This design comes from an exercise in tuning for small area, a short achievable clock period and few clock cycles per item on the open sky130 flow, not from production work.
The RTL was checked by simulation tests, not by an equivalence proof against the original design.
Power figures rest on the tool's default switching activity, not on a simulated workload.

==> design.v <==
`default_nettype none
package execPkg;
	localparam int dataWidth = 32;
	localparam int shiftWidth = 5;  
	localparam int mulDigits = 4;
	localparam int mulBits = 2 * mulDigits;
	typedef logic [dataWidth-1:0] word_t;
	typedef enum logic [2:0] {
		opAdd = 3'd0,
		opSub = 3'd1,
		opAnd = 3'd2,
		opOr = 3'd3,
		opSll = 3'd4,
		opSra = 3'd5,
		opMul = 3'd6  
	} aluOp_t;
endpackage
`default_nettype wire
`default_nettype none
module aluUnit (
	input execPkg::word_t opA,
	input execPkg::word_t opB,
	input logic [2:0] op,
	output execPkg::word_t aluSum,  
	output execPkg::word_t aluCarry,  
	output logic aluCin,  
	output logic aluNeq,
	output logic aluLt
);
	localparam int W = execPkg::dataWidth;
	logic [execPkg::shiftWidth-1:0] shAmt;
	logic shLeft;
	execPkg::word_t shIn;
	execPkg::word_t shOut;
	logic shFill;
	execPkg::word_t shStage [execPkg::shiftWidth+1];
	execPkg::word_t shRev;
	execPkg::word_t axb;
	assign shAmt = opB[execPkg::shiftWidth-1:0];  
	assign shLeft = !op[0];
	always_comb begin
		for (int i = 0; i < W; i++) begin
			shIn[i] = shLeft ? opA[W-1-i] : opA[i];
		end
	end
	assign shFill = !shLeft && opA[W-1];
	assign shStage[0] = shIn;
	for (genvar i = 0; i < execPkg::shiftWidth; i++) begin : gShift
		assign shStage[i+1] = shAmt[i]
			? {{(2**i){shFill}}, shStage[i][W-1:2**i]}
			: shStage[i];
	end
	assign shOut = shStage[execPkg::shiftWidth];
	always_comb begin
		for (int i = 0; i < W; i++) begin
			shRev[i] = shLeft ? shOut[W-1-i] : shOut[i];
		end
	end
	assign axb = opA ^ opB;
	always_comb begin
		aluCarry = '0;
		aluCin = 1'b0;
		case (op)
			execPkg::opAdd: begin
				aluSum = opA;
				aluCarry = opB;
			end
			execPkg::opSub: begin
				aluSum = opA;  
				aluCarry = ~opB;
				aluCin = 1'b1;
			end
			execPkg::opAnd: aluSum = opA & opB;
			execPkg::opOr: aluSum = opA | opB;
			execPkg::opSll: aluSum = shRev;
			execPkg::opSra: aluSum = shRev;
			default: aluSum = '0;  
		endcase
	end
	assign aluNeq = |axb;
	assign aluLt = (opA[W-1] != opB[W-1]) ? opA[W-1] : (opA[W-2:0] < opB[W-2:0]);
endmodule
module addPrefix (
	input logic [31:0] a,
	input logic [31:0] b,
	input logic cin,
	output logic [31:0] sum
);
	logic [31:0] p;
	logic [31:0] g;
	assign p = a ^ b;
	assign g = a & b;
	logic g0c;
	assign g0c = g[0] | (p[0] & cin);
	logic G0_1;
	assign G0_1 = g[1] | (p[1] & g0c);
	logic G0_3;
	assign G0_3 = g[3] | (p[3] & g[2]);
	logic P0_3;
	assign P0_3 = p[3] & p[2];
	logic G0_5;
	assign G0_5 = g[5] | (p[5] & g[4]);
	logic P0_5;
	assign P0_5 = p[5] & p[4];
	logic G0_7;
	assign G0_7 = g[7] | (p[7] & g[6]);
	logic P0_7;
	assign P0_7 = p[7] & p[6];
	logic G0_9;
	assign G0_9 = g[9] | (p[9] & g[8]);
	logic P0_9;
	assign P0_9 = p[9] & p[8];
	logic G0_11;
	assign G0_11 = g[11] | (p[11] & g[10]);
	logic P0_11;
	assign P0_11 = p[11] & p[10];
	logic G0_13;
	assign G0_13 = g[13] | (p[13] & g[12]);
	logic P0_13;
	assign P0_13 = p[13] & p[12];
	logic G0_15;
	assign G0_15 = g[15] | (p[15] & g[14]);
	logic P0_15;
	assign P0_15 = p[15] & p[14];
	logic G0_17;
	assign G0_17 = g[17] | (p[17] & g[16]);
	logic P0_17;
	assign P0_17 = p[17] & p[16];
	logic G0_19;
	assign G0_19 = g[19] | (p[19] & g[18]);
	logic P0_19;
	assign P0_19 = p[19] & p[18];
	logic G0_21;
	assign G0_21 = g[21] | (p[21] & g[20]);
	logic P0_21;
	assign P0_21 = p[21] & p[20];
	logic G0_23;
	assign G0_23 = g[23] | (p[23] & g[22]);
	logic P0_23;
	assign P0_23 = p[23] & p[22];
	logic G0_25;
	assign G0_25 = g[25] | (p[25] & g[24]);
	logic P0_25;
	assign P0_25 = p[25] & p[24];
	logic G0_27;
	assign G0_27 = g[27] | (p[27] & g[26]);
	logic P0_27;
	assign P0_27 = p[27] & p[26];
	logic G0_29;
	assign G0_29 = g[29] | (p[29] & g[28]);
	logic P0_29;
	assign P0_29 = p[29] & p[28];
	logic G0_31;
	assign G0_31 = g[31] | (p[31] & g[30]);
	logic P0_31;
	assign P0_31 = p[31] & p[30];
	logic G1_2;
	assign G1_2 = g[2] | (p[2] & G0_1);
	logic G1_3;
	assign G1_3 = G0_3 | (P0_3 & G0_1);
	logic G1_6;
	assign G1_6 = g[6] | (p[6] & G0_5);
	logic P1_6;
	assign P1_6 = p[6] & P0_5;
	logic G1_7;
	assign G1_7 = G0_7 | (P0_7 & G0_5);
	logic P1_7;
	assign P1_7 = P0_7 & P0_5;
	logic G1_10;
	assign G1_10 = g[10] | (p[10] & G0_9);
	logic P1_10;
	assign P1_10 = p[10] & P0_9;
	logic G1_11;
	assign G1_11 = G0_11 | (P0_11 & G0_9);
	logic P1_11;
	assign P1_11 = P0_11 & P0_9;
	logic G1_14;
	assign G1_14 = g[14] | (p[14] & G0_13);
	logic P1_14;
	assign P1_14 = p[14] & P0_13;
	logic G1_15;
	assign G1_15 = G0_15 | (P0_15 & G0_13);
	logic P1_15;
	assign P1_15 = P0_15 & P0_13;
	logic G1_18;
	assign G1_18 = g[18] | (p[18] & G0_17);
	logic P1_18;
	assign P1_18 = p[18] & P0_17;
	logic G1_19;
	assign G1_19 = G0_19 | (P0_19 & G0_17);
	logic P1_19;
	assign P1_19 = P0_19 & P0_17;
	logic G1_22;
	assign G1_22 = g[22] | (p[22] & G0_21);
	logic P1_22;
	assign P1_22 = p[22] & P0_21;
	logic G1_23;
	assign G1_23 = G0_23 | (P0_23 & G0_21);
	logic P1_23;
	assign P1_23 = P0_23 & P0_21;
	logic G1_26;
	assign G1_26 = g[26] | (p[26] & G0_25);
	logic P1_26;
	assign P1_26 = p[26] & P0_25;
	logic G1_27;
	assign G1_27 = G0_27 | (P0_27 & G0_25);
	logic P1_27;
	assign P1_27 = P0_27 & P0_25;
	logic G1_30;
	assign G1_30 = g[30] | (p[30] & G0_29);
	logic P1_30;
	assign P1_30 = p[30] & P0_29;
	logic G1_31;
	assign G1_31 = G0_31 | (P0_31 & G0_29);
	logic P1_31;
	assign P1_31 = P0_31 & P0_29;
	logic G2_4;
	assign G2_4 = g[4] | (p[4] & G1_3);
	logic G2_5;
	assign G2_5 = G0_5 | (P0_5 & G1_3);
	logic G2_6;
	assign G2_6 = G1_6 | (P1_6 & G1_3);
	logic G2_7;
	assign G2_7 = G1_7 | (P1_7 & G1_3);
	logic G2_12;
	assign G2_12 = g[12] | (p[12] & G1_11);
	logic P2_12;
	assign P2_12 = p[12] & P1_11;
	logic G2_13;
	assign G2_13 = G0_13 | (P0_13 & G1_11);
	logic P2_13;
	assign P2_13 = P0_13 & P1_11;
	logic G2_14;
	assign G2_14 = G1_14 | (P1_14 & G1_11);
	logic P2_14;
	assign P2_14 = P1_14 & P1_11;
	logic G2_15;
	assign G2_15 = G1_15 | (P1_15 & G1_11);
	logic P2_15;
	assign P2_15 = P1_15 & P1_11;
	logic G2_20;
	assign G2_20 = g[20] | (p[20] & G1_19);
	logic P2_20;
	assign P2_20 = p[20] & P1_19;
	logic G2_21;
	assign G2_21 = G0_21 | (P0_21 & G1_19);
	logic P2_21;
	assign P2_21 = P0_21 & P1_19;
	logic G2_22;
	assign G2_22 = G1_22 | (P1_22 & G1_19);
	logic P2_22;
	assign P2_22 = P1_22 & P1_19;
	logic G2_23;
	assign G2_23 = G1_23 | (P1_23 & G1_19);
	logic P2_23;
	assign P2_23 = P1_23 & P1_19;
	logic G2_28;
	assign G2_28 = g[28] | (p[28] & G1_27);
	logic P2_28;
	assign P2_28 = p[28] & P1_27;
	logic G2_29;
	assign G2_29 = G0_29 | (P0_29 & G1_27);
	logic P2_29;
	assign P2_29 = P0_29 & P1_27;
	logic G2_30;
	assign G2_30 = G1_30 | (P1_30 & G1_27);
	logic P2_30;
	assign P2_30 = P1_30 & P1_27;
	logic G2_31;
	assign G2_31 = G1_31 | (P1_31 & G1_27);
	logic P2_31;
	assign P2_31 = P1_31 & P1_27;
	logic G3_8;
	assign G3_8 = g[8] | (p[8] & G2_7);
	logic G3_9;
	assign G3_9 = G0_9 | (P0_9 & G2_7);
	logic G3_10;
	assign G3_10 = G1_10 | (P1_10 & G2_7);
	logic G3_11;
	assign G3_11 = G1_11 | (P1_11 & G2_7);
	logic G3_12;
	assign G3_12 = G2_12 | (P2_12 & G2_7);
	logic G3_13;
	assign G3_13 = G2_13 | (P2_13 & G2_7);
	logic G3_14;
	assign G3_14 = G2_14 | (P2_14 & G2_7);
	logic G3_15;
	assign G3_15 = G2_15 | (P2_15 & G2_7);
	logic G3_24;
	assign G3_24 = g[24] | (p[24] & G2_23);
	logic P3_24;
	assign P3_24 = p[24] & P2_23;
	logic G3_25;
	assign G3_25 = G0_25 | (P0_25 & G2_23);
	logic P3_25;
	assign P3_25 = P0_25 & P2_23;
	logic G3_26;
	assign G3_26 = G1_26 | (P1_26 & G2_23);
	logic P3_26;
	assign P3_26 = P1_26 & P2_23;
	logic G3_27;
	assign G3_27 = G1_27 | (P1_27 & G2_23);
	logic P3_27;
	assign P3_27 = P1_27 & P2_23;
	logic G3_28;
	assign G3_28 = G2_28 | (P2_28 & G2_23);
	logic P3_28;
	assign P3_28 = P2_28 & P2_23;
	logic G3_29;
	assign G3_29 = G2_29 | (P2_29 & G2_23);
	logic P3_29;
	assign P3_29 = P2_29 & P2_23;
	logic G3_30;
	assign G3_30 = G2_30 | (P2_30 & G2_23);
	logic P3_30;
	assign P3_30 = P2_30 & P2_23;
	logic G3_31;
	assign G3_31 = G2_31 | (P2_31 & G2_23);
	logic P3_31;
	assign P3_31 = P2_31 & P2_23;
	logic G4_16;
	assign G4_16 = g[16] | (p[16] & G3_15);
	logic G4_17;
	assign G4_17 = G0_17 | (P0_17 & G3_15);
	logic G4_18;
	assign G4_18 = G1_18 | (P1_18 & G3_15);
	logic G4_19;
	assign G4_19 = G1_19 | (P1_19 & G3_15);
	logic G4_20;
	assign G4_20 = G2_20 | (P2_20 & G3_15);
	logic G4_21;
	assign G4_21 = G2_21 | (P2_21 & G3_15);
	logic G4_22;
	assign G4_22 = G2_22 | (P2_22 & G3_15);
	logic G4_23;
	assign G4_23 = G2_23 | (P2_23 & G3_15);
	logic G4_24;
	assign G4_24 = G3_24 | (P3_24 & G3_15);
	logic G4_25;
	assign G4_25 = G3_25 | (P3_25 & G3_15);
	logic G4_26;
	assign G4_26 = G3_26 | (P3_26 & G3_15);
	logic G4_27;
	assign G4_27 = G3_27 | (P3_27 & G3_15);
	logic G4_28;
	assign G4_28 = G3_28 | (P3_28 & G3_15);
	logic G4_29;
	assign G4_29 = G3_29 | (P3_29 & G3_15);
	logic G4_30;
	assign G4_30 = G3_30 | (P3_30 & G3_15);
	logic G4_31;
	assign G4_31 = G3_31 | (P3_31 & G3_15);
	logic [31:0] c;
	assign c = {G4_30, G4_29, G4_28, G4_27, G4_26, G4_25, G4_24, G4_23, G4_22, G4_21, G4_20, G4_19, G4_18, G4_17, G4_16, G3_15, G3_14, G3_13, G3_12, G3_11, G3_10, G3_9, G3_8, G2_7, G2_6, G2_5, G2_4, G1_3, G1_2, G0_1, g0c, cin};
	assign sum = p ^ c;
endmodule
`default_nettype wire
`default_nettype none
module mulUnit (
	input execPkg::word_t mcand,  
	input logic [execPkg::mulDigits-1:0] digOne,  
	input logic [execPkg::mulDigits-1:0] digTwo,
	input logic [execPkg::mulDigits-1:0] digNeg,
	input execPkg::word_t accSum,  
	input execPkg::word_t accCarry,
	output execPkg::word_t nextSum,
	output execPkg::word_t nextCarry
);
	boothStep tree (
		.mc(mcand),
		.one(digOne),
		.two(digTwo),
		.neg(digNeg),
		.s(accSum),
		.c(accCarry),
		.os(nextSum),
		.oc(nextCarry)
	);
endmodule
module boothStep (
	input logic [31:0] mc,  
	input logic [3:0] one,  
	input logic [3:0] two,  
	input logic [3:0] neg,  
	input logic [31:0] s,
	input logic [31:0] c,
	output logic [31:0] os,
	output logic [31:0] oc
);
	logic one0, two0, neg0;
	logic [31:0] pp0;
	logic one1, two1, neg1;
	logic [31:2] pp1;
	logic one2, two2, neg2;
	logic [31:4] pp2;
	logic one3, two3, neg3;
	logic [31:6] pp3;
	logic fs1;
	logic fc2;
	logic fs3;
	logic fc4;
	logic fs5;
	logic fc6;
	logic fs7;
	logic fc8;
	logic fs9;
	logic fc10;
	logic fs11;
	logic fc12;
	logic fs13;
	logic fc14;
	logic fs15;
	logic fc16;
	logic fs17;
	logic fc18;
	logic fs19;
	logic fc20;
	logic fs21;
	logic fc22;
	logic fs23;
	logic fc24;
	logic fs25;
	logic fc26;
	logic fs27;
	logic fc28;
	logic fs29;
	logic fc30;
	logic fs31;
	logic fc32;
	logic fs33;
	logic fc34;
	logic fs35;
	logic fc36;
	logic fs37;
	logic fc38;
	logic fs39;
	logic fc40;
	logic fs41;
	logic fc42;
	logic fs43;
	logic fc44;
	logic fs45;
	logic fc46;
	logic fs47;
	logic fc48;
	logic fs49;
	logic fc50;
	logic fs51;
	logic fc52;
	logic fs53;
	logic fc54;
	logic fs55;
	logic fc56;
	logic fs57;
	logic fc58;
	logic fs59;
	logic fc60;
	logic fs61;
	logic fc62;
	logic fs63;
	logic fc64;
	logic fs65;
	logic fc66;
	logic fs67;
	logic fc68;
	logic fs69;
	logic fc70;
	logic fs71;
	logic fc72;
	logic fs73;
	logic fc74;
	logic fs75;
	logic fc76;
	logic fs77;
	logic fc78;
	logic fs79;
	logic fc80;
	logic fs81;
	logic fc82;
	logic fs83;
	logic fc84;
	logic fs85;
	logic fc86;
	logic fs87;
	logic fc88;
	logic fs89;
	logic fc90;
	logic fs91;
	logic fc92;
	logic fs93;
	logic fc94;
	logic fs95;
	logic fc96;
	logic fs97;
	logic fc98;
	logic fs99;
	logic fc100;
	logic fs101;
	logic fc102;
	logic fs103;
	logic fc104;
	logic fs105;
	logic fc106;
	logic fs107;
	logic fc108;
	logic fs109;
	logic fc110;
	logic fs111;
	logic fc112;
	logic fs113;
	logic fc114;
	logic fs115;
	logic fc116;
	logic fs117;
	logic fc118;
	logic fs119;
	logic fc120;
	logic fs121;
	logic fc122;
	logic fs123;
	logic fc124;
	logic fs125;
	logic fc126;
	logic fs127;
	logic fc128;
	logic fs129;
	logic fc130;
	logic fs131;
	logic fc132;
	logic fs133;
	logic fc134;
	logic fs135;
	logic fc136;
	logic fs137;
	logic fc138;
	logic fs139;
	logic fc140;
	logic fs141;
	logic fc142;
	logic fs143;
	logic fc144;
	logic fs145;
	logic fc146;
	logic fs147;
	logic fc148;
	logic fs149;
	logic fc150;
	logic fs151;
	logic fc152;
	logic fs153;
	logic fc154;
	logic fs155;
	logic fc156;
	logic fs157;
	logic fc158;
	logic fs159;
	logic fc160;
	logic fs161;
	logic fc162;
	logic fs163;
	logic fc164;
	logic fs165;
	logic fc166;
	logic fs167;
	logic fc168;
	logic fs169;
	logic fc170;
	logic fs171;
	logic fc172;
	logic fs173;
	logic fc174;
	logic fs175;
	logic fc176;
	logic fs177;
	logic fc178;
	logic fs179;
	logic fc180;
	logic fs181;
	logic fc182;
	logic fs183;
	logic fc184;
	logic fs185;
	logic fc186;
	logic fs187;
	logic fc188;
	logic fs189;
	logic fc190;
	logic fs191;
	logic fc192;
	logic fs193;
	logic fc194;
	logic fs195;
	logic fc196;
	logic fs197;
	logic fc198;
	logic fs199;
	logic fc200;
	logic fs201;
	logic fc202;
	logic fs203;
	logic fc204;
	logic fs205;
	logic fc206;
	logic fs207;
	logic fc208;
	logic fs209;
	logic fc210;
	logic fs211;
	logic fc212;
	logic fs213;
	logic fc214;
	logic fs215;
	logic fc216;
	logic fs217;
	logic fc218;
	logic fs219;
	logic fc220;
	logic fs221;
	logic fc222;
	logic fs223;
	logic fc224;
	logic fs225;
	logic fs226;
	logic fs227;
	logic fs228;
	assign one0 = one[0];
	assign two0 = two[0];
	assign neg0 = neg[0];
	assign pp0[0] = (one0 & mc[0]) ^ neg0;
	assign pp0[1] = ((one0 & mc[1]) | (two0 & mc[0])) ^ neg0;
	assign pp0[2] = ((one0 & mc[2]) | (two0 & mc[1])) ^ neg0;
	assign pp0[3] = ((one0 & mc[3]) | (two0 & mc[2])) ^ neg0;
	assign pp0[4] = ((one0 & mc[4]) | (two0 & mc[3])) ^ neg0;
	assign pp0[5] = ((one0 & mc[5]) | (two0 & mc[4])) ^ neg0;
	assign pp0[6] = ((one0 & mc[6]) | (two0 & mc[5])) ^ neg0;
	assign pp0[7] = ((one0 & mc[7]) | (two0 & mc[6])) ^ neg0;
	assign pp0[8] = ((one0 & mc[8]) | (two0 & mc[7])) ^ neg0;
	assign pp0[9] = ((one0 & mc[9]) | (two0 & mc[8])) ^ neg0;
	assign pp0[10] = ((one0 & mc[10]) | (two0 & mc[9])) ^ neg0;
	assign pp0[11] = ((one0 & mc[11]) | (two0 & mc[10])) ^ neg0;
	assign pp0[12] = ((one0 & mc[12]) | (two0 & mc[11])) ^ neg0;
	assign pp0[13] = ((one0 & mc[13]) | (two0 & mc[12])) ^ neg0;
	assign pp0[14] = ((one0 & mc[14]) | (two0 & mc[13])) ^ neg0;
	assign pp0[15] = ((one0 & mc[15]) | (two0 & mc[14])) ^ neg0;
	assign pp0[16] = ((one0 & mc[16]) | (two0 & mc[15])) ^ neg0;
	assign pp0[17] = ((one0 & mc[17]) | (two0 & mc[16])) ^ neg0;
	assign pp0[18] = ((one0 & mc[18]) | (two0 & mc[17])) ^ neg0;
	assign pp0[19] = ((one0 & mc[19]) | (two0 & mc[18])) ^ neg0;
	assign pp0[20] = ((one0 & mc[20]) | (two0 & mc[19])) ^ neg0;
	assign pp0[21] = ((one0 & mc[21]) | (two0 & mc[20])) ^ neg0;
	assign pp0[22] = ((one0 & mc[22]) | (two0 & mc[21])) ^ neg0;
	assign pp0[23] = ((one0 & mc[23]) | (two0 & mc[22])) ^ neg0;
	assign pp0[24] = ((one0 & mc[24]) | (two0 & mc[23])) ^ neg0;
	assign pp0[25] = ((one0 & mc[25]) | (two0 & mc[24])) ^ neg0;
	assign pp0[26] = ((one0 & mc[26]) | (two0 & mc[25])) ^ neg0;
	assign pp0[27] = ((one0 & mc[27]) | (two0 & mc[26])) ^ neg0;
	assign pp0[28] = ((one0 & mc[28]) | (two0 & mc[27])) ^ neg0;
	assign pp0[29] = ((one0 & mc[29]) | (two0 & mc[28])) ^ neg0;
	assign pp0[30] = ((one0 & mc[30]) | (two0 & mc[29])) ^ neg0;
	assign pp0[31] = ((one0 & mc[31]) | (two0 & mc[30])) ^ neg0;
	assign one1 = one[1];
	assign two1 = two[1];
	assign neg1 = neg[1];
	assign pp1[2] = (one1 & mc[0]) ^ neg1;
	assign pp1[3] = ((one1 & mc[1]) | (two1 & mc[0])) ^ neg1;
	assign pp1[4] = ((one1 & mc[2]) | (two1 & mc[1])) ^ neg1;
	assign pp1[5] = ((one1 & mc[3]) | (two1 & mc[2])) ^ neg1;
	assign pp1[6] = ((one1 & mc[4]) | (two1 & mc[3])) ^ neg1;
	assign pp1[7] = ((one1 & mc[5]) | (two1 & mc[4])) ^ neg1;
	assign pp1[8] = ((one1 & mc[6]) | (two1 & mc[5])) ^ neg1;
	assign pp1[9] = ((one1 & mc[7]) | (two1 & mc[6])) ^ neg1;
	assign pp1[10] = ((one1 & mc[8]) | (two1 & mc[7])) ^ neg1;
	assign pp1[11] = ((one1 & mc[9]) | (two1 & mc[8])) ^ neg1;
	assign pp1[12] = ((one1 & mc[10]) | (two1 & mc[9])) ^ neg1;
	assign pp1[13] = ((one1 & mc[11]) | (two1 & mc[10])) ^ neg1;
	assign pp1[14] = ((one1 & mc[12]) | (two1 & mc[11])) ^ neg1;
	assign pp1[15] = ((one1 & mc[13]) | (two1 & mc[12])) ^ neg1;
	assign pp1[16] = ((one1 & mc[14]) | (two1 & mc[13])) ^ neg1;
	assign pp1[17] = ((one1 & mc[15]) | (two1 & mc[14])) ^ neg1;
	assign pp1[18] = ((one1 & mc[16]) | (two1 & mc[15])) ^ neg1;
	assign pp1[19] = ((one1 & mc[17]) | (two1 & mc[16])) ^ neg1;
	assign pp1[20] = ((one1 & mc[18]) | (two1 & mc[17])) ^ neg1;
	assign pp1[21] = ((one1 & mc[19]) | (two1 & mc[18])) ^ neg1;
	assign pp1[22] = ((one1 & mc[20]) | (two1 & mc[19])) ^ neg1;
	assign pp1[23] = ((one1 & mc[21]) | (two1 & mc[20])) ^ neg1;
	assign pp1[24] = ((one1 & mc[22]) | (two1 & mc[21])) ^ neg1;
	assign pp1[25] = ((one1 & mc[23]) | (two1 & mc[22])) ^ neg1;
	assign pp1[26] = ((one1 & mc[24]) | (two1 & mc[23])) ^ neg1;
	assign pp1[27] = ((one1 & mc[25]) | (two1 & mc[24])) ^ neg1;
	assign pp1[28] = ((one1 & mc[26]) | (two1 & mc[25])) ^ neg1;
	assign pp1[29] = ((one1 & mc[27]) | (two1 & mc[26])) ^ neg1;
	assign pp1[30] = ((one1 & mc[28]) | (two1 & mc[27])) ^ neg1;
	assign pp1[31] = ((one1 & mc[29]) | (two1 & mc[28])) ^ neg1;
	assign one2 = one[2];
	assign two2 = two[2];
	assign neg2 = neg[2];
	assign pp2[4] = (one2 & mc[0]) ^ neg2;
	assign pp2[5] = ((one2 & mc[1]) | (two2 & mc[0])) ^ neg2;
	assign pp2[6] = ((one2 & mc[2]) | (two2 & mc[1])) ^ neg2;
	assign pp2[7] = ((one2 & mc[3]) | (two2 & mc[2])) ^ neg2;
	assign pp2[8] = ((one2 & mc[4]) | (two2 & mc[3])) ^ neg2;
	assign pp2[9] = ((one2 & mc[5]) | (two2 & mc[4])) ^ neg2;
	assign pp2[10] = ((one2 & mc[6]) | (two2 & mc[5])) ^ neg2;
	assign pp2[11] = ((one2 & mc[7]) | (two2 & mc[6])) ^ neg2;
	assign pp2[12] = ((one2 & mc[8]) | (two2 & mc[7])) ^ neg2;
	assign pp2[13] = ((one2 & mc[9]) | (two2 & mc[8])) ^ neg2;
	assign pp2[14] = ((one2 & mc[10]) | (two2 & mc[9])) ^ neg2;
	assign pp2[15] = ((one2 & mc[11]) | (two2 & mc[10])) ^ neg2;
	assign pp2[16] = ((one2 & mc[12]) | (two2 & mc[11])) ^ neg2;
	assign pp2[17] = ((one2 & mc[13]) | (two2 & mc[12])) ^ neg2;
	assign pp2[18] = ((one2 & mc[14]) | (two2 & mc[13])) ^ neg2;
	assign pp2[19] = ((one2 & mc[15]) | (two2 & mc[14])) ^ neg2;
	assign pp2[20] = ((one2 & mc[16]) | (two2 & mc[15])) ^ neg2;
	assign pp2[21] = ((one2 & mc[17]) | (two2 & mc[16])) ^ neg2;
	assign pp2[22] = ((one2 & mc[18]) | (two2 & mc[17])) ^ neg2;
	assign pp2[23] = ((one2 & mc[19]) | (two2 & mc[18])) ^ neg2;
	assign pp2[24] = ((one2 & mc[20]) | (two2 & mc[19])) ^ neg2;
	assign pp2[25] = ((one2 & mc[21]) | (two2 & mc[20])) ^ neg2;
	assign pp2[26] = ((one2 & mc[22]) | (two2 & mc[21])) ^ neg2;
	assign pp2[27] = ((one2 & mc[23]) | (two2 & mc[22])) ^ neg2;
	assign pp2[28] = ((one2 & mc[24]) | (two2 & mc[23])) ^ neg2;
	assign pp2[29] = ((one2 & mc[25]) | (two2 & mc[24])) ^ neg2;
	assign pp2[30] = ((one2 & mc[26]) | (two2 & mc[25])) ^ neg2;
	assign pp2[31] = ((one2 & mc[27]) | (two2 & mc[26])) ^ neg2;
	assign one3 = one[3];
	assign two3 = two[3];
	assign neg3 = neg[3];
	assign pp3[6] = (one3 & mc[0]) ^ neg3;
	assign pp3[7] = ((one3 & mc[1]) | (two3 & mc[0])) ^ neg3;
	assign pp3[8] = ((one3 & mc[2]) | (two3 & mc[1])) ^ neg3;
	assign pp3[9] = ((one3 & mc[3]) | (two3 & mc[2])) ^ neg3;
	assign pp3[10] = ((one3 & mc[4]) | (two3 & mc[3])) ^ neg3;
	assign pp3[11] = ((one3 & mc[5]) | (two3 & mc[4])) ^ neg3;
	assign pp3[12] = ((one3 & mc[6]) | (two3 & mc[5])) ^ neg3;
	assign pp3[13] = ((one3 & mc[7]) | (two3 & mc[6])) ^ neg3;
	assign pp3[14] = ((one3 & mc[8]) | (two3 & mc[7])) ^ neg3;
	assign pp3[15] = ((one3 & mc[9]) | (two3 & mc[8])) ^ neg3;
	assign pp3[16] = ((one3 & mc[10]) | (two3 & mc[9])) ^ neg3;
	assign pp3[17] = ((one3 & mc[11]) | (two3 & mc[10])) ^ neg3;
	assign pp3[18] = ((one3 & mc[12]) | (two3 & mc[11])) ^ neg3;
	assign pp3[19] = ((one3 & mc[13]) | (two3 & mc[12])) ^ neg3;
	assign pp3[20] = ((one3 & mc[14]) | (two3 & mc[13])) ^ neg3;
	assign pp3[21] = ((one3 & mc[15]) | (two3 & mc[14])) ^ neg3;
	assign pp3[22] = ((one3 & mc[16]) | (two3 & mc[15])) ^ neg3;
	assign pp3[23] = ((one3 & mc[17]) | (two3 & mc[16])) ^ neg3;
	assign pp3[24] = ((one3 & mc[18]) | (two3 & mc[17])) ^ neg3;
	assign pp3[25] = ((one3 & mc[19]) | (two3 & mc[18])) ^ neg3;
	assign pp3[26] = ((one3 & mc[20]) | (two3 & mc[19])) ^ neg3;
	assign pp3[27] = ((one3 & mc[21]) | (two3 & mc[20])) ^ neg3;
	assign pp3[28] = ((one3 & mc[22]) | (two3 & mc[21])) ^ neg3;
	assign pp3[29] = ((one3 & mc[23]) | (two3 & mc[22])) ^ neg3;
	assign pp3[30] = ((one3 & mc[24]) | (two3 & mc[23])) ^ neg3;
	assign pp3[31] = ((one3 & mc[25]) | (two3 & mc[24])) ^ neg3;
	assign fs1 = neg0 ^ s[0] ^ c[0];
	assign fc2 = (neg0 & s[0]) | (neg0 & c[0]) | (s[0] & c[0]);
	assign fs3 = s[1] ^ c[1] ^ fc2;
	assign fc4 = (s[1] & c[1]) | (s[1] & fc2) | (c[1] & fc2);
	assign fs5 = neg1 ^ s[2] ^ c[2];
	assign fc6 = (neg1 & s[2]) | (neg1 & c[2]) | (s[2] & c[2]);
	assign fs7 = pp0[2] ^ pp1[2] ^ fs5;
	assign fc8 = (pp0[2] & pp1[2]) | (pp0[2] & fs5) | (pp1[2] & fs5);
	assign fs9 = s[3] ^ c[3] ^ fc6;
	assign fc10 = (s[3] & c[3]) | (s[3] & fc6) | (c[3] & fc6);
	assign fs11 = pp0[3] ^ pp1[3] ^ fc8;
	assign fc12 = (pp0[3] & pp1[3]) | (pp0[3] & fc8) | (pp1[3] & fc8);
	assign fs13 = neg2 ^ s[4] ^ c[4];
	assign fc14 = (neg2 & s[4]) | (neg2 & c[4]) | (s[4] & c[4]);
	assign fs15 = pp0[4] ^ pp1[4] ^ pp2[4];
	assign fc16 = (pp0[4] & pp1[4]) | (pp0[4] & pp2[4]) | (pp1[4] & pp2[4]);
	assign fs17 = fs13 ^ fc10 ^ fs15;
	assign fc18 = (fs13 & fc10) | (fs13 & fs15) | (fc10 & fs15);
	assign fs19 = s[5] ^ c[5] ^ fc14;
	assign fc20 = (s[5] & c[5]) | (s[5] & fc14) | (c[5] & fc14);
	assign fs21 = pp0[5] ^ pp1[5] ^ pp2[5];
	assign fc22 = (pp0[5] & pp1[5]) | (pp0[5] & pp2[5]) | (pp1[5] & pp2[5]);
	assign fs23 = fc16 ^ fs19 ^ fs21;
	assign fc24 = (fc16 & fs19) | (fc16 & fs21) | (fs19 & fs21);
	assign fs25 = neg3 ^ s[6] ^ c[6];
	assign fc26 = (neg3 & s[6]) | (neg3 & c[6]) | (s[6] & c[6]);
	assign fs27 = pp0[6] ^ pp1[6] ^ pp2[6];
	assign fc28 = (pp0[6] & pp1[6]) | (pp0[6] & pp2[6]) | (pp1[6] & pp2[6]);
	assign fs29 = pp3[6] ^ fs25 ^ fc20;
	assign fc30 = (pp3[6] & fs25) | (pp3[6] & fc20) | (fs25 & fc20);
	assign fs31 = fc22 ^ fs27 ^ fs29;
	assign fc32 = (fc22 & fs27) | (fc22 & fs29) | (fs27 & fs29);
	assign fs33 = s[7] ^ c[7] ^ fc26;
	assign fc34 = (s[7] & c[7]) | (s[7] & fc26) | (c[7] & fc26);
	assign fs35 = pp0[7] ^ pp1[7] ^ pp2[7];
	assign fc36 = (pp0[7] & pp1[7]) | (pp0[7] & pp2[7]) | (pp1[7] & pp2[7]);
	assign fs37 = pp3[7] ^ fc28 ^ fs33;
	assign fc38 = (pp3[7] & fc28) | (pp3[7] & fs33) | (fc28 & fs33);
	assign fs39 = fs35 ^ fc30 ^ fs37;
	assign fc40 = (fs35 & fc30) | (fs35 & fs37) | (fc30 & fs37);
	assign fs41 = s[8] ^ c[8] ^ pp0[8];
	assign fc42 = (s[8] & c[8]) | (s[8] & pp0[8]) | (c[8] & pp0[8]);
	assign fs43 = pp1[8] ^ pp2[8] ^ pp3[8];
	assign fc44 = (pp1[8] & pp2[8]) | (pp1[8] & pp3[8]) | (pp2[8] & pp3[8]);
	assign fs45 = fc34 ^ fc36 ^ fs41;
	assign fc46 = (fc34 & fc36) | (fc34 & fs41) | (fc36 & fs41);
	assign fs47 = fs43 ^ fc38 ^ fs45;
	assign fc48 = (fs43 & fc38) | (fs43 & fs45) | (fc38 & fs45);
	assign fs49 = s[9] ^ c[9] ^ pp0[9];
	assign fc50 = (s[9] & c[9]) | (s[9] & pp0[9]) | (c[9] & pp0[9]);
	assign fs51 = pp1[9] ^ pp2[9] ^ pp3[9];
	assign fc52 = (pp1[9] & pp2[9]) | (pp1[9] & pp3[9]) | (pp2[9] & pp3[9]);
	assign fs53 = fc42 ^ fc44 ^ fs49;
	assign fc54 = (fc42 & fc44) | (fc42 & fs49) | (fc44 & fs49);
	assign fs55 = fs51 ^ fc46 ^ fs53;
	assign fc56 = (fs51 & fc46) | (fs51 & fs53) | (fc46 & fs53);
	assign fs57 = s[10] ^ c[10] ^ pp0[10];
	assign fc58 = (s[10] & c[10]) | (s[10] & pp0[10]) | (c[10] & pp0[10]);
	assign fs59 = pp1[10] ^ pp2[10] ^ pp3[10];
	assign fc60 = (pp1[10] & pp2[10]) | (pp1[10] & pp3[10]) | (pp2[10] & pp3[10]);
	assign fs61 = fc50 ^ fc52 ^ fs57;
	assign fc62 = (fc50 & fc52) | (fc50 & fs57) | (fc52 & fs57);
	assign fs63 = fs59 ^ fc54 ^ fs61;
	assign fc64 = (fs59 & fc54) | (fs59 & fs61) | (fc54 & fs61);
	assign fs65 = s[11] ^ c[11] ^ pp0[11];
	assign fc66 = (s[11] & c[11]) | (s[11] & pp0[11]) | (c[11] & pp0[11]);
	assign fs67 = pp1[11] ^ pp2[11] ^ pp3[11];
	assign fc68 = (pp1[11] & pp2[11]) | (pp1[11] & pp3[11]) | (pp2[11] & pp3[11]);
	assign fs69 = fc58 ^ fc60 ^ fs65;
	assign fc70 = (fc58 & fc60) | (fc58 & fs65) | (fc60 & fs65);
	assign fs71 = fs67 ^ fc62 ^ fs69;
	assign fc72 = (fs67 & fc62) | (fs67 & fs69) | (fc62 & fs69);
	assign fs73 = s[12] ^ c[12] ^ pp0[12];
	assign fc74 = (s[12] & c[12]) | (s[12] & pp0[12]) | (c[12] & pp0[12]);
	assign fs75 = pp1[12] ^ pp2[12] ^ pp3[12];
	assign fc76 = (pp1[12] & pp2[12]) | (pp1[12] & pp3[12]) | (pp2[12] & pp3[12]);
	assign fs77 = fc66 ^ fc68 ^ fs73;
	assign fc78 = (fc66 & fc68) | (fc66 & fs73) | (fc68 & fs73);
	assign fs79 = fs75 ^ fc70 ^ fs77;
	assign fc80 = (fs75 & fc70) | (fs75 & fs77) | (fc70 & fs77);
	assign fs81 = s[13] ^ c[13] ^ pp0[13];
	assign fc82 = (s[13] & c[13]) | (s[13] & pp0[13]) | (c[13] & pp0[13]);
	assign fs83 = pp1[13] ^ pp2[13] ^ pp3[13];
	assign fc84 = (pp1[13] & pp2[13]) | (pp1[13] & pp3[13]) | (pp2[13] & pp3[13]);
	assign fs85 = fc74 ^ fc76 ^ fs81;
	assign fc86 = (fc74 & fc76) | (fc74 & fs81) | (fc76 & fs81);
	assign fs87 = fs83 ^ fc78 ^ fs85;
	assign fc88 = (fs83 & fc78) | (fs83 & fs85) | (fc78 & fs85);
	assign fs89 = s[14] ^ c[14] ^ pp0[14];
	assign fc90 = (s[14] & c[14]) | (s[14] & pp0[14]) | (c[14] & pp0[14]);
	assign fs91 = pp1[14] ^ pp2[14] ^ pp3[14];
	assign fc92 = (pp1[14] & pp2[14]) | (pp1[14] & pp3[14]) | (pp2[14] & pp3[14]);
	assign fs93 = fc82 ^ fc84 ^ fs89;
	assign fc94 = (fc82 & fc84) | (fc82 & fs89) | (fc84 & fs89);
	assign fs95 = fs91 ^ fc86 ^ fs93;
	assign fc96 = (fs91 & fc86) | (fs91 & fs93) | (fc86 & fs93);
	assign fs97 = s[15] ^ c[15] ^ pp0[15];
	assign fc98 = (s[15] & c[15]) | (s[15] & pp0[15]) | (c[15] & pp0[15]);
	assign fs99 = pp1[15] ^ pp2[15] ^ pp3[15];
	assign fc100 = (pp1[15] & pp2[15]) | (pp1[15] & pp3[15]) | (pp2[15] & pp3[15]);
	assign fs101 = fc90 ^ fc92 ^ fs97;
	assign fc102 = (fc90 & fc92) | (fc90 & fs97) | (fc92 & fs97);
	assign fs103 = fs99 ^ fc94 ^ fs101;
	assign fc104 = (fs99 & fc94) | (fs99 & fs101) | (fc94 & fs101);
	assign fs105 = s[16] ^ c[16] ^ pp0[16];
	assign fc106 = (s[16] & c[16]) | (s[16] & pp0[16]) | (c[16] & pp0[16]);
	assign fs107 = pp1[16] ^ pp2[16] ^ pp3[16];
	assign fc108 = (pp1[16] & pp2[16]) | (pp1[16] & pp3[16]) | (pp2[16] & pp3[16]);
	assign fs109 = fc98 ^ fc100 ^ fs105;
	assign fc110 = (fc98 & fc100) | (fc98 & fs105) | (fc100 & fs105);
	assign fs111 = fs107 ^ fc102 ^ fs109;
	assign fc112 = (fs107 & fc102) | (fs107 & fs109) | (fc102 & fs109);
	assign fs113 = s[17] ^ c[17] ^ pp0[17];
	assign fc114 = (s[17] & c[17]) | (s[17] & pp0[17]) | (c[17] & pp0[17]);
	assign fs115 = pp1[17] ^ pp2[17] ^ pp3[17];
	assign fc116 = (pp1[17] & pp2[17]) | (pp1[17] & pp3[17]) | (pp2[17] & pp3[17]);
	assign fs117 = fc106 ^ fc108 ^ fs113;
	assign fc118 = (fc106 & fc108) | (fc106 & fs113) | (fc108 & fs113);
	assign fs119 = fs115 ^ fc110 ^ fs117;
	assign fc120 = (fs115 & fc110) | (fs115 & fs117) | (fc110 & fs117);
	assign fs121 = s[18] ^ c[18] ^ pp0[18];
	assign fc122 = (s[18] & c[18]) | (s[18] & pp0[18]) | (c[18] & pp0[18]);
	assign fs123 = pp1[18] ^ pp2[18] ^ pp3[18];
	assign fc124 = (pp1[18] & pp2[18]) | (pp1[18] & pp3[18]) | (pp2[18] & pp3[18]);
	assign fs125 = fc114 ^ fc116 ^ fs121;
	assign fc126 = (fc114 & fc116) | (fc114 & fs121) | (fc116 & fs121);
	assign fs127 = fs123 ^ fc118 ^ fs125;
	assign fc128 = (fs123 & fc118) | (fs123 & fs125) | (fc118 & fs125);
	assign fs129 = s[19] ^ c[19] ^ pp0[19];
	assign fc130 = (s[19] & c[19]) | (s[19] & pp0[19]) | (c[19] & pp0[19]);
	assign fs131 = pp1[19] ^ pp2[19] ^ pp3[19];
	assign fc132 = (pp1[19] & pp2[19]) | (pp1[19] & pp3[19]) | (pp2[19] & pp3[19]);
	assign fs133 = fc122 ^ fc124 ^ fs129;
	assign fc134 = (fc122 & fc124) | (fc122 & fs129) | (fc124 & fs129);
	assign fs135 = fs131 ^ fc126 ^ fs133;
	assign fc136 = (fs131 & fc126) | (fs131 & fs133) | (fc126 & fs133);
	assign fs137 = s[20] ^ c[20] ^ pp0[20];
	assign fc138 = (s[20] & c[20]) | (s[20] & pp0[20]) | (c[20] & pp0[20]);
	assign fs139 = pp1[20] ^ pp2[20] ^ pp3[20];
	assign fc140 = (pp1[20] & pp2[20]) | (pp1[20] & pp3[20]) | (pp2[20] & pp3[20]);
	assign fs141 = fc130 ^ fc132 ^ fs137;
	assign fc142 = (fc130 & fc132) | (fc130 & fs137) | (fc132 & fs137);
	assign fs143 = fs139 ^ fc134 ^ fs141;
	assign fc144 = (fs139 & fc134) | (fs139 & fs141) | (fc134 & fs141);
	assign fs145 = s[21] ^ c[21] ^ pp0[21];
	assign fc146 = (s[21] & c[21]) | (s[21] & pp0[21]) | (c[21] & pp0[21]);
	assign fs147 = pp1[21] ^ pp2[21] ^ pp3[21];
	assign fc148 = (pp1[21] & pp2[21]) | (pp1[21] & pp3[21]) | (pp2[21] & pp3[21]);
	assign fs149 = fc138 ^ fc140 ^ fs145;
	assign fc150 = (fc138 & fc140) | (fc138 & fs145) | (fc140 & fs145);
	assign fs151 = fs147 ^ fc142 ^ fs149;
	assign fc152 = (fs147 & fc142) | (fs147 & fs149) | (fc142 & fs149);
	assign fs153 = s[22] ^ c[22] ^ pp0[22];
	assign fc154 = (s[22] & c[22]) | (s[22] & pp0[22]) | (c[22] & pp0[22]);
	assign fs155 = pp1[22] ^ pp2[22] ^ pp3[22];
	assign fc156 = (pp1[22] & pp2[22]) | (pp1[22] & pp3[22]) | (pp2[22] & pp3[22]);
	assign fs157 = fc146 ^ fc148 ^ fs153;
	assign fc158 = (fc146 & fc148) | (fc146 & fs153) | (fc148 & fs153);
	assign fs159 = fs155 ^ fc150 ^ fs157;
	assign fc160 = (fs155 & fc150) | (fs155 & fs157) | (fc150 & fs157);
	assign fs161 = s[23] ^ c[23] ^ pp0[23];
	assign fc162 = (s[23] & c[23]) | (s[23] & pp0[23]) | (c[23] & pp0[23]);
	assign fs163 = pp1[23] ^ pp2[23] ^ pp3[23];
	assign fc164 = (pp1[23] & pp2[23]) | (pp1[23] & pp3[23]) | (pp2[23] & pp3[23]);
	assign fs165 = fc154 ^ fc156 ^ fs161;
	assign fc166 = (fc154 & fc156) | (fc154 & fs161) | (fc156 & fs161);
	assign fs167 = fs163 ^ fc158 ^ fs165;
	assign fc168 = (fs163 & fc158) | (fs163 & fs165) | (fc158 & fs165);
	assign fs169 = s[24] ^ c[24] ^ pp0[24];
	assign fc170 = (s[24] & c[24]) | (s[24] & pp0[24]) | (c[24] & pp0[24]);
	assign fs171 = pp1[24] ^ pp2[24] ^ pp3[24];
	assign fc172 = (pp1[24] & pp2[24]) | (pp1[24] & pp3[24]) | (pp2[24] & pp3[24]);
	assign fs173 = fc162 ^ fc164 ^ fs169;
	assign fc174 = (fc162 & fc164) | (fc162 & fs169) | (fc164 & fs169);
	assign fs175 = fs171 ^ fc166 ^ fs173;
	assign fc176 = (fs171 & fc166) | (fs171 & fs173) | (fc166 & fs173);
	assign fs177 = s[25] ^ c[25] ^ pp0[25];
	assign fc178 = (s[25] & c[25]) | (s[25] & pp0[25]) | (c[25] & pp0[25]);
	assign fs179 = pp1[25] ^ pp2[25] ^ pp3[25];
	assign fc180 = (pp1[25] & pp2[25]) | (pp1[25] & pp3[25]) | (pp2[25] & pp3[25]);
	assign fs181 = fc170 ^ fc172 ^ fs177;
	assign fc182 = (fc170 & fc172) | (fc170 & fs177) | (fc172 & fs177);
	assign fs183 = fs179 ^ fc174 ^ fs181;
	assign fc184 = (fs179 & fc174) | (fs179 & fs181) | (fc174 & fs181);
	assign fs185 = s[26] ^ c[26] ^ pp0[26];
	assign fc186 = (s[26] & c[26]) | (s[26] & pp0[26]) | (c[26] & pp0[26]);
	assign fs187 = pp1[26] ^ pp2[26] ^ pp3[26];
	assign fc188 = (pp1[26] & pp2[26]) | (pp1[26] & pp3[26]) | (pp2[26] & pp3[26]);
	assign fs189 = fc178 ^ fc180 ^ fs185;
	assign fc190 = (fc178 & fc180) | (fc178 & fs185) | (fc180 & fs185);
	assign fs191 = fs187 ^ fc182 ^ fs189;
	assign fc192 = (fs187 & fc182) | (fs187 & fs189) | (fc182 & fs189);
	assign fs193 = s[27] ^ c[27] ^ pp0[27];
	assign fc194 = (s[27] & c[27]) | (s[27] & pp0[27]) | (c[27] & pp0[27]);
	assign fs195 = pp1[27] ^ pp2[27] ^ pp3[27];
	assign fc196 = (pp1[27] & pp2[27]) | (pp1[27] & pp3[27]) | (pp2[27] & pp3[27]);
	assign fs197 = fc186 ^ fc188 ^ fs193;
	assign fc198 = (fc186 & fc188) | (fc186 & fs193) | (fc188 & fs193);
	assign fs199 = fs195 ^ fc190 ^ fs197;
	assign fc200 = (fs195 & fc190) | (fs195 & fs197) | (fc190 & fs197);
	assign fs201 = s[28] ^ c[28] ^ pp0[28];
	assign fc202 = (s[28] & c[28]) | (s[28] & pp0[28]) | (c[28] & pp0[28]);
	assign fs203 = pp1[28] ^ pp2[28] ^ pp3[28];
	assign fc204 = (pp1[28] & pp2[28]) | (pp1[28] & pp3[28]) | (pp2[28] & pp3[28]);
	assign fs205 = fc194 ^ fc196 ^ fs201;
	assign fc206 = (fc194 & fc196) | (fc194 & fs201) | (fc196 & fs201);
	assign fs207 = fs203 ^ fc198 ^ fs205;
	assign fc208 = (fs203 & fc198) | (fs203 & fs205) | (fc198 & fs205);
	assign fs209 = s[29] ^ c[29] ^ pp0[29];
	assign fc210 = (s[29] & c[29]) | (s[29] & pp0[29]) | (c[29] & pp0[29]);
	assign fs211 = pp1[29] ^ pp2[29] ^ pp3[29];
	assign fc212 = (pp1[29] & pp2[29]) | (pp1[29] & pp3[29]) | (pp2[29] & pp3[29]);
	assign fs213 = fc202 ^ fc204 ^ fs209;
	assign fc214 = (fc202 & fc204) | (fc202 & fs209) | (fc204 & fs209);
	assign fs215 = fs211 ^ fc206 ^ fs213;
	assign fc216 = (fs211 & fc206) | (fs211 & fs213) | (fc206 & fs213);
	assign fs217 = s[30] ^ c[30] ^ pp0[30];
	assign fc218 = (s[30] & c[30]) | (s[30] & pp0[30]) | (c[30] & pp0[30]);
	assign fs219 = pp1[30] ^ pp2[30] ^ pp3[30];
	assign fc220 = (pp1[30] & pp2[30]) | (pp1[30] & pp3[30]) | (pp2[30] & pp3[30]);
	assign fs221 = fc210 ^ fc212 ^ fs217;
	assign fc222 = (fc210 & fc212) | (fc210 & fs217) | (fc212 & fs217);
	assign fs223 = fs219 ^ fc214 ^ fs221;
	assign fc224 = (fs219 & fc214) | (fs219 & fs221) | (fc214 & fs221);
	assign fs225 = s[31] ^ c[31] ^ pp0[31];
	assign fs226 = pp1[31] ^ pp2[31] ^ pp3[31];
	assign fs227 = fc218 ^ fc220 ^ fs225;
	assign fs228 = fs226 ^ fc222 ^ fs227;
	assign os = {fc224, fc216, fc208, fc200, fc192, fc184, fc176, fc168, fc160, fc152, fc144, fc136, fc128, fc120, fc112, fc104, fc96, fc88, fc80, fc72, fc64, fc56, fc48, fc40, fc32, fc24, fc18, fc12, fs9, fc4, pp0[1], pp0[0]};
	assign oc = {fs228, fs223, fs215, fs207, fs199, fs191, fs183, fs175, fs167, fs159, fs151, fs143, fs135, fs127, fs119, fs111, fs103, fs95, fs87, fs79, fs71, fs63, fs55, fs47, fs39, fs31, fs23, fs17, fs11, fs7, fs3, fs1};
endmodule
`default_nettype wire
`default_nettype none
module execControl (
	input logic clk,
	input logic rst,
	input logic start,
	input logic [2:0] op,
	input execPkg::word_t opA,
	input execPkg::word_t opB,
	output execPkg::word_t latA,
	output execPkg::word_t latB,
	output logic [2:0] latOp,
	output logic [execPkg::mulDigits-1:0] digOne,  
	output logic [execPkg::mulDigits-1:0] digTwo,
	output logic [execPkg::mulDigits-1:0] digNeg,
	input execPkg::word_t aluSum,
	input execPkg::word_t aluCarry,
	input logic aluCin,
	input logic aluNeq,
	input logic aluLt,
	input execPkg::word_t nextSum,
	input execPkg::word_t nextCarry,
	output execPkg::word_t accSum,
	output execPkg::word_t accCarry,
	output logic firstStep,
	output execPkg::word_t result,
	output logic neq,
	output logic lt,
	output logic done,
	output logic busy
);
	localparam int W = execPkg::dataWidth;
	localparam int NB = execPkg::mulBits;
	localparam int D = execPkg::mulDigits;
	logic accept;
	logic valid;  
	logic last;  
	logic nextLast;
	logic stepping;  
	logic shift;  
	logic shiftQ;
	logic mulAccept;
	logic nextStepping;
	logic rowsDone;  
	logic accCin;
	logic rowNeq;  
	logic rowLt;
	execPkg::word_t sum;
	logic [NB:0] digBits;  
	logic [D-1:0] nextOne;
	logic [D-1:0] nextTwo;
	logic [D-1:0] nextNeg;
	assign shift = shiftQ;
	assign busy = shiftQ;
	assign accept = start && !busy && (op != 3'd7);  
	assign mulAccept = accept && (op == execPkg::opMul);
	assign nextStepping = mulAccept || shift;
	always_ff @(posedge clk) begin
		if (rst) begin
			valid <= 1'b0;
			firstStep <= 1'b0;
			stepping <= 1'b0;
			shiftQ <= 1'b0;
			rowsDone <= 1'b0;
			done <= 1'b0;
		end else begin
			valid <= accept;
			firstStep <= mulAccept;
			stepping <= nextStepping;
			shiftQ <= nextStepping && !nextLast;
			rowsDone <= (valid && !firstStep) || (stepping && last);
			done <= rowsDone;
		end
	end
	always_ff @(posedge clk) begin
		if (shift) begin
			latA <= latA << NB;
			latB <= {{NB{latB[W-1]}}, latB[W-1:NB]};  
		end else begin
			latA <= opA;
			latB <= opB;
			latOp <= op;
		end
	end
	assign digBits = shift ? latB[2*NB-1:NB-1] : {opB[NB-1:0], 1'b0};
	assign nextLast = shift ? (latB[W-1:2*NB-1] == {(W-2*NB+1){latB[W-1]}})
		: (opB[W-1:NB-1] == {(W-NB+1){opB[W-1]}});
	always_comb begin
		for (int j = 0; j < D; j++) begin
			nextOne[j] = digBits[2*j+1] ^ digBits[2*j];
			nextTwo[j] = (digBits[2*j+2] && !digBits[2*j+1] && !digBits[2*j])
				|| (!digBits[2*j+2] && digBits[2*j+1] && digBits[2*j]);
			nextNeg[j] = digBits[2*j+2];
		end
	end
	always_ff @(posedge clk) begin
		digOne <= nextOne;
		digTwo <= nextTwo;
		digNeg <= nextNeg;
		last <= nextLast;
	end
	always_ff @(posedge clk) begin
		if (stepping) begin
			accSum <= nextSum;
			accCarry <= nextCarry;
			accCin <= 1'b0;
		end else begin
			accSum <= aluSum;
			accCarry <= aluCarry;
			accCin <= aluCin;
		end
		if (valid) begin
			rowNeq <= aluNeq;
			rowLt <= aluLt;
		end
		result <= sum;
		neq <= rowNeq;
		lt <= rowLt;
	end
	addPrefix adder (
		.a(accSum),
		.b(accCarry),
		.cin(accCin),
		.sum(sum)
	);
endmodule
`default_nettype wire
`default_nettype none
module execTop (
	input logic clk,
	input logic rst,
	input logic start,
	input logic [2:0] op,  
	input logic [31:0] opA,
	input logic [31:0] opB,
	output logic [31:0] result,
	output logic neq,
	output logic lt,
	output logic done,
	output logic busy
);
	execPkg::word_t latA;
	execPkg::word_t latB;
	logic [2:0] latOp;
	logic [execPkg::mulDigits-1:0] digOne;
	logic [execPkg::mulDigits-1:0] digTwo;
	logic [execPkg::mulDigits-1:0] digNeg;
	execPkg::word_t aluSum;
	execPkg::word_t aluCarry;
	logic aluCin;
	logic aluNeq;
	logic aluLt;
	execPkg::word_t nextSum;
	execPkg::word_t nextCarry;
	execPkg::word_t accSum;
	execPkg::word_t accCarry;
	logic firstStep;
	execControl control (
		.clk(clk),
		.rst(rst),
		.start(start),
		.op(op),
		.opA(opA),
		.opB(opB),
		.latA(latA),
		.latB(latB),
		.latOp(latOp),
		.digOne(digOne),
		.digTwo(digTwo),
		.digNeg(digNeg),
		.aluSum(aluSum),
		.aluCarry(aluCarry),
		.aluCin(aluCin),
		.aluNeq(aluNeq),
		.aluLt(aluLt),
		.nextSum(nextSum),
		.nextCarry(nextCarry),
		.accSum(accSum),
		.accCarry(accCarry),
		.firstStep(firstStep),
		.result(result),
		.neq(neq),
		.lt(lt),
		.done(done),
		.busy(busy)
	);
	aluUnit alu (
		.opA(latA),
		.opB(latB),
		.op(latOp),
		.aluSum(aluSum),
		.aluCarry(aluCarry),
		.aluCin(aluCin),
		.aluNeq(aluNeq),
		.aluLt(aluLt)
	);
	mulUnit mul (
		.mcand(latA),
		.digOne(digOne),
		.digTwo(digTwo),
		.digNeg(digNeg),
		.accSum(firstStep ? '0 : accSum),
		.accCarry(firstStep ? '0 : accCarry),
		.nextSum(nextSum),
		.nextCarry(nextCarry)
	);
endmodule
`default_nettype wire
==> run.sh <==
#!/bin/bash
# synth_recipe.tcl (not shown) runs the flow's synth.tcl, then flattens the netlist and writes it again
# the make line also repeats each setting of config.mk as NAME=value (left out here)
make -C /OpenROAD-flow-scripts/flow DESIGN_CONFIG=/design/flow/config.mk WORK_HOME=/design/flow/orfs CLKGATE_MAP_FILE= SYNTH_SCRIPT=/design/flow/synth_recipe.tcl finish
==> config.mk <==
export PLATFORM = sky130hd
export DESIGN_NAME = execTop
export DESIGN_NICKNAME = execTop
export VERILOG_FILES = /design/flow/design.v
export SDC_FILE = /design/flow/constraint.sdc
export NUM_CORES = 4
export LEC_CHECK = 0
export ABC_AREA = 1
export CAP_MARGIN = 20
export CORE_MARGIN = 2
export CORE_UTILIZATION = 55
export SETUP_SLACK_MARGIN = 3.0
export SLEW_MARGIN = 20
==> constraint.sdc <==
create_clock -name core_clock -period 6.0 [get_ports {clk}]
set_input_delay 1.2000 -clock core_clock [delete_from_list [all_inputs] [get_ports {clk}]]
set_output_delay 1.2000 -clock core_clock [all_outputs]
set_load 0.01 [all_outputs]
==> impl_metrics.env, run 1 <==
export IMPL_worst_pin_slew_ps=955
export IMPL_drc=0
export IMPL_clock_skew_ps=21.5
export IMPL_h_tree_depth=4
export IMPL_cts_root_buf="clkbuf_16"
export IMPL_grt_max_degree=92
export IMPL_drive_gt1_frac=0.0975
export IMPL_ys_flop_type="dfxtp_1"
export IMPL_cts_buffers=17
export IMPL_via_count=17100
export IMPL_power_density_mw_per_mm2=290
export IMPL_syn_inst=2270
export IMPL_criticalPathCategory="reg2reg"
export IMPL_portBuffers=105
export IMPL_crit_arrival_ps=3360
export IMPL_io_pins=106
export IMPL_num_rows=64
export IMPL_die_w_um=179
export IMPL_grt_pass1_wl_um=94300
export IMPL_diodes=0
export IMPL_pre_cts_slack_ps=2500
export IMPL_path_buf_inv=1
export IMPL_yosysMostFrequentCell="nand2_1"
export IMPL_intPower_w=0.00318
export IMPL_antenna_found_initial=3
export IMPL_grt_setup_unrepaired="true"
export IMPL_critPathMaxFanout=6
export IMPL_swShare=0.432
export IMPL_final_nets=2657
export IMPL_utilization=0.636
export IMPL_cpPeakStageDelay_ps=540
export IMPL_rr_startpoint="control.latA[4]"
export IMPL_cp_start_kind="flip-flop"
export IMPL_switching_power_w=0.00242
export IMPL_syn_cell_area_mm2=0.0169
export IMPL_die_h_um=179
export IMPL_fin_setup_tns_ps=0
export IMPL_ir_drop_mv=0.219
export IMPL_drt_first_iter_violations=2281
export IMPL_core_mm2=0.0304
export IMPL_yosys_area_top_type="dfxtp_1"
export IMPL_grt_usage=0.400
export IMPL_ys_types=54
export IMPL_syn_avg_cell_area_um2=7.44
export IMPL_dp_hpwl_um=46300
export IMPL_crit_chain="clkinvlp_2 > o22ai_1 > xor2_1 > fa_1 > fa_1 > fa_1 > o22a_1"
export IMPL_report_final_hold_viol_count=0
export IMPL_initial_core_util=0.555
export IMPL_syn_to_final_growth_pct=14.5
export IMPL_maxSlewHeadroom=0.363
export IMPL_crit_top_cell="fa_1"
export IMPL_ys_seq_area_frac=0.220
export IMPL_p_clk_frac=0.206
export IMPL_dieArea_mm2=0.0321
export IMPL_dr_pass1_iters=9
export IMPL_hold_path_class="reg2reg"
export IMPL_clock_path_buffers=2
export IMPL_cts_sinks=183
export IMPL_p_leak_nw=9.13
export IMPL_synth_edff_count=6
export IMPL_cts_tree="built"
export IMPL_min_period_over_period=0.501
export IMPL_outcome="complete, no violations"
export IMPL_drt_wirelength_per_cell_um=23.5
export IMPL_slew_viol_final=0
export IMPL_crit_start="control.latA[4]"
export IMPL_hold_buffers=0
export IMPL_wirelength_um=64800
export IMPL_period_needed_ps=3010
export IMPL_fmax_ghz=0.332
export IMPL_clk_latency_ps=480
export IMPL_pwr_share_seq=0.284
export IMPL_ant_nets=0
export IMPL_path_delay_family="adder cells"
export IMPL_overflow=0
export IMPL_power_frac_comb=0.510
export IMPL_place_gp_congestion=0.988
export IMPL_synth_top_cells_by_area="dfxtp_1, fa_1, nand2_1"
export IMPL_synth_top_area_frac=0.210
export IMPL_cp_required_ps=6360
export IMPL_fin_total_pwr_w=0.00561
export IMPL_grt_pass1_vias=15700
export IMPL_setup_violations_final=0
export IMPL_synthArstFlopShare=0
export IMPL_vias_per_cell=6.23
export IMPL_yosys_top_cells_count="nand2_1, nand3_1, inv_1"
export IMPL_cp_end_kind="flip-flop"
export IMPL_crit_slowest_cell="fa_1"
export IMPL_maxCapViolCount=0
export IMPL_hold_start="control.rowLt"
export IMPL_synth_seq_cells=183
export IMPL_clk_pin_slew_ps=80
export IMPL_yosysWarnings=3
export IMPL_worst_slack_ps=2990
export IMPL_syn_nets=2582
area by class of cell:
type / instances / area [um^2]
Fill cell: 2765 / 11100
Clock buffer: 18 / 429
Clock inverter: 14 / 146
Sequential cell: 183 / 3780
Timing Repair inverter: 2 / 12.5
Tap cell: 396 / 495
Inverter: 238 / 1010
Multi-Input combinational cell: 1709 / 11600
Timing Repair Buffer: 194 / 1840
repair_timing:
action,in CTS,in global routing
endpoints found under the setup margin,55,38
gates resized for setup,49,41
pin swaps,0,1
buffers inserted,28,35
cloned,1,2
layer usage:
metal	vias up	GRT usage	wire [um]
li1	7663	-	-
met1	8129	0.512	25200
met2	1086	0.609	28100
met3	267	0.120	7680
met4	4	0.201	3740
met5	-	0	29
metrics by stage:
| step | hold WS, ps | cell area [um^2] | std cells |
|---|---|---|---|
| CTS | 386 | 18900 | 2717 |
| global route | 411 | 19400 | 2754 |
| global placement | 378 | 18000 | 2656 |
| finish | 384 | 19400 | 2754 |
| floorplan | 323 | 16900 | 2270 |
| detailed placement | 353 | 18000 | 2656 |
cells in the final DEF (no fill, tap or decap), drive strengths merged, types with 12 or more instances in the layout:
cell type | synthesis | final
nand2 | 453 | 453
nand3 | 285 | 285
inv | 221 | 217
dfxtp | 177 | 177
nor2 | 145 | 145
xor2 | 135 | 135
o22ai | 133 | 133
ha | 124 | 124
fa | 118 | 118
o21ai | 113 | 113
clkdlybuf4s50 | 0 | 105
buf | 63 | 87
a21oi | 80 | 80
o22a | 29 | 29
clkinvlp | 0 | 21
clkbuf | 77 | 20
clkinv | 17 | 16
nand4 | 13 | 13
nor4 | 12 | 12
power by group through the flow:
stage	registers [W]	logic, W	clock network, W
after floorplan	0.00158	0.00187	0
after global placement	0.00161	0.00262	0
after detailed placement	0.00161	0.00272	0
after CTS	0.00159	0.00279	0.00116
after global routing	0.00161	0.00318	0.00120
final	0.00159	0.00286	0.00116
final timing paths:
kind	to	slack (ps)	cells after the start
hold / removal	control.lt	380	0
setup reg to reg	control.accCarry[12]	2990	7
setup / recovery	control.accCarry[12]	2990	7
hold reg to reg	control.lt	380	0
kinds of logic (layout without fill, tap and decap cells):
group / after synthesis / after routing / synth area share
flip-flops: 183 / 183 / 0.220
adder cells (fa/ha/maj): 242 / 242 / 0.232
buffers and inverters: 378 / 466 / 0.0915
XOR/XNOR: 145 / 145 / 0.0761
AO/OA/AOI/OAI: 395 / 395 / 0.143
AND/OR/NAND/NOR: 927 / 927 / 0.238
registers in the layout (all words and copies together) (netlist names), 3 cells and up:
signal            flops
control.accCarry     32
control.accSum       32
control.digNeg        3
control.digOne        4
control.digTwo        4
control.latA         32
control.latB         29
control.latOp         3
control.result       32
Testbench counts, summed over its fixed seeds: cycles 15,655, ops 12,000.
==> run 2: changes to the inputs <==
--- a/config.mk
+++ b/config.mk
@@ -6,8 +6,8 @@
 export NUM_CORES = 4
 export LEC_CHECK = 0
 export ABC_AREA = 1
-export CAP_MARGIN = 20
+export CAP_MARGIN = 10
 export CORE_MARGIN = 2
-export CORE_UTILIZATION = 55
+export CORE_UTILIZATION = 40
 export SETUP_SLACK_MARGIN = 3.0
-export SLEW_MARGIN = 20
+export SLEW_MARGIN = 10
==> impl_metrics.env, run 2 <==
export IMPL_switching_power_w=0.00240
export IMPL_cts_root_buf="clkbuf_16"
export IMPL_drive_gt1_frac=0.0884
export IMPL_criticalPathCategory="reg2reg"
export IMPL_fin_setup_tns_ps=0
export IMPL_setup_violations_final=0
export IMPL_num_rows=75
export IMPL_cts_buffers=17
export IMPL_syn_nets=2582
export IMPL_h_tree_depth=4
export IMPL_cts_tree="built"
export IMPL_cp_required_ps=6400
export IMPL_grt_setup_unrepaired="true"
export IMPL_utilization=0.465
export IMPL_grt_pass1_vias=16100
export IMPL_dp_hpwl_um=48500
export IMPL_power_frac_comb=0.515
export IMPL_dieArea_mm2=0.0439
export IMPL_fillerInstances=4226
export IMPL_grt_usage=0.310
export IMPL_clock_skew_ps=20.6
export IMPL_pwr_share_seq=0.279
export IMPL_ant_nets=0
export IMPL_syn_inst=2270
export IMPL_grt_pass1_wl_um=101000
export IMPL_portBuffers=105
export IMPL_yosysMostFrequentCell="nand2_1"
export IMPL_die_w_um=210
export IMPL_die_h_um=210
export IMPL_initial_core_util=0.404
export IMPL_drc=0
export IMPL_power_density_mw_per_mm2=291
export IMPL_fmax_ghz=0.339
export IMPL_via_count=16700
export IMPL_synth_top_cells_by_area="dfxtp_1, fa_1, nand2_1"
export IMPL_clk_latency_ps=510
export IMPL_syn_cell_area_mm2=0.0169
export IMPL_antenna_found_initial=1
export IMPL_overflow=0
export IMPL_drt_first_iter_violations=1847
export IMPL_hold_path_class="reg2reg"
export IMPL_cp_start_kind="flip-flop"
export IMPL_cp_end_kind="flip-flop"
export IMPL_drt_wirelength_per_cell_um=23.5
export IMPL_final_nets=2643
export IMPL_cts_sinks=183
export IMPL_ir_drop_mv=0.241
export IMPL_dr_pass1_iters=6
export IMPL_p_clk_frac=0.206
export IMPL_ys_types=54
export IMPL_synthArstFlopShare=0
export IMPL_synth_seq_cells=183
export IMPL_worst_pin_slew_ps=1010
export IMPL_slew_viol_final=0
export IMPL_yosys_area_top_type="dfxtp_1"
export IMPL_core_mm2=0.0419
export IMPL_p_leak_nw=9.08
export IMPL_layout_commonest_cell="nand2_1"
export IMPL_diodes=0
export IMPL_report_final_hold_viol_count=0
export IMPL_clk_pin_slew_ps=80
export IMPL_crit_arrival_ps=3360
export IMPL_critPathMaxFanout=6
export IMPL_io_pins=106
export IMPL_grt_max_degree=92
export IMPL_period_needed_ps=2950
export IMPL_outcome="complete, no violations"
export IMPL_yosys_top_cells_count="nand2_1, nand3_1, inv_1"
export IMPL_swShare=0.424
export IMPL_syn_to_final_growth_pct=15.1
export IMPL_ys_seq_area_frac=0.220
export IMPL_mostFrequentLayoutCells="nand2_1, nand3_1, inv_1, dfxtp_1, nor2_1"
export IMPL_wirelength_um=67700
export IMPL_maxSlewHeadroom=0.329
export IMPL_yosysWarnings=3
export IMPL_min_period_over_period=0.492
export IMPL_place_gp_congestion=1.02
export IMPL_syn_avg_cell_area_um2=7.44
export IMPL_maxCapViolCount=0
export IMPL_vias_per_cell=5.81
export IMPL_ys_flop_type="dfxtp_1"
export IMPL_clock_path_buffers=2
export IMPL_intPower_w=0.00326
export IMPL_synth_edff_count=6
export IMPL_synth_top_area_frac=0.210
## run 2: cell count changes in the layout (fill, tap and decap cells not counted), moves of 3 or more
cell	previous run	this run
buf_4	74	59
dfxtp_1	147	154
dfxtp_2	23	19
dfxtp_4	7	4
inv_8	7	1
nand2_1	439	436
nand2_2	14	17
## run 2: final timing paths
path         slack [ps]  cells past startpoint        startpoint                    to
max                3050                      7  control.latA[28]  control.accCarry[28]
min reg2reg         350                      0    control.rowNeq           control.neq
max reg2reg        3050                      7  control.latA[28]  control.accCarry[28]
min                 350                      0    control.rowNeq           control.neq
## run 2: layer usage
layer | vias up | track usage | share of wire
met2 | 910 | 0.482 | 0.45
met1 | 8011 | 0.412 | 0.41
met3 | 184 | 0.0625 | 0.092
li1 | 7633 | - | -
met4 | 4 | 0.152 | 0.052
met5 | - | 0.0111 | 0.0010
## run 2: power by group through the flow
stage               Sequential [W]  Clock (W)  Combinational [W]
floorplan                  0.00158          0            0.00187
global placement           0.00159          0            0.00271
detailed placement         0.00160          0            0.00279
CTS                        0.00157    0.00119            0.00287
global route               0.00160    0.00124            0.00322
finish                     0.00158    0.00116            0.00291
## run 2: area by class of cell
| cell class | count | area [um^2] | area share |
|---|---|---|---|
| tap | 539 | 674 | 0.0347 |
| clock buffer | 21 | 450 | 0.0232 |
| inverter | 238 | 1010 | 0.0520 |
| multi-input combinational | 1709 | 11600 | 0.599 |
| sequential | 183 | 3760 | 0.194 |
| timing repair inverter | 1 | 7.51 | 0.000386 |
| timing repair buffer | 181 | 1780 | 0.0918 |
| clock inverter | 8 | 103 | 0.00528 |
## run 2: what timing repair did
action	in CTS	in global routing
setup endpoints to repair	57	54
gates cloned	2	1
hold buffers	0	0
setup buffers	27	22
pin swaps	1	1
gates resized for setup	49	41
## run 2: stage by stage
step	area (um^2)	cells	worst slack [ps]	total power (W)	hold slack, ps
floorplan	16900	2270	3030	0.00345	323
detailed placement	18200	2799	2410	0.00439	335
CTS	19100	2857	2960	0.00563	352
global placement	18200	2799	2530	0.00430	334
finish	19400	2880	3050	0.00565	351
global route	19400	2880	2990	0.00605	358
## run 2: critical path: stages, from the launching register on
cell     delay, ps
dfxtp_1        540
inv_1          220
o22ai_1        220
xor2_1         250
fa_1           480
fa_1           510
fa_1           420
o22a_1         200
## run 2: kinds of logic after synthesis
kind of cell,synth area share
XOR/XNOR,0.0761
adder cells (fa/ha/maj),0.232
AO/OA/AOI/OAI,0.143
buffers and inverters,0.0915
AND/OR/NAND/NOR,0.238
flip-flops,0.220

## port drivers added, routing unchanged
In the flow no input, the clock included, has a driving cell. The finished layouts below were timed again as built, in two steps.
Step 1 assumes that a clkbuf_16 drives the clock port and a buf_2 every other input.
Step 2 moves the port delays by t, midway between the first and last clock arrival at a register: inputs arrive t later, outputs are due t later. That takes back most of the time a late clock gives input paths.
Three values: no drivers, after step 1, after step 2; two values: the first two.
| run | t (ns) | setup slack, ns | slew at the worst register clock pin (ns) | cell pins on the clock port's net |
|---|---|---|---|---|
| run 1 | 0.524 | 2.992 / 2.992 / 2.992 | 0.09 / 0.09 | 1 |
| run 2 | 0.554 | 3.046 / 3.046 / 2.625 | 0.08 / 0.08 | 1 |
After both steps every run listed still meets setup and hold. For run 2, which loses most, drivers alone change the setup slack by 0.000 ns; drivers and shift together by -0.421 ns.
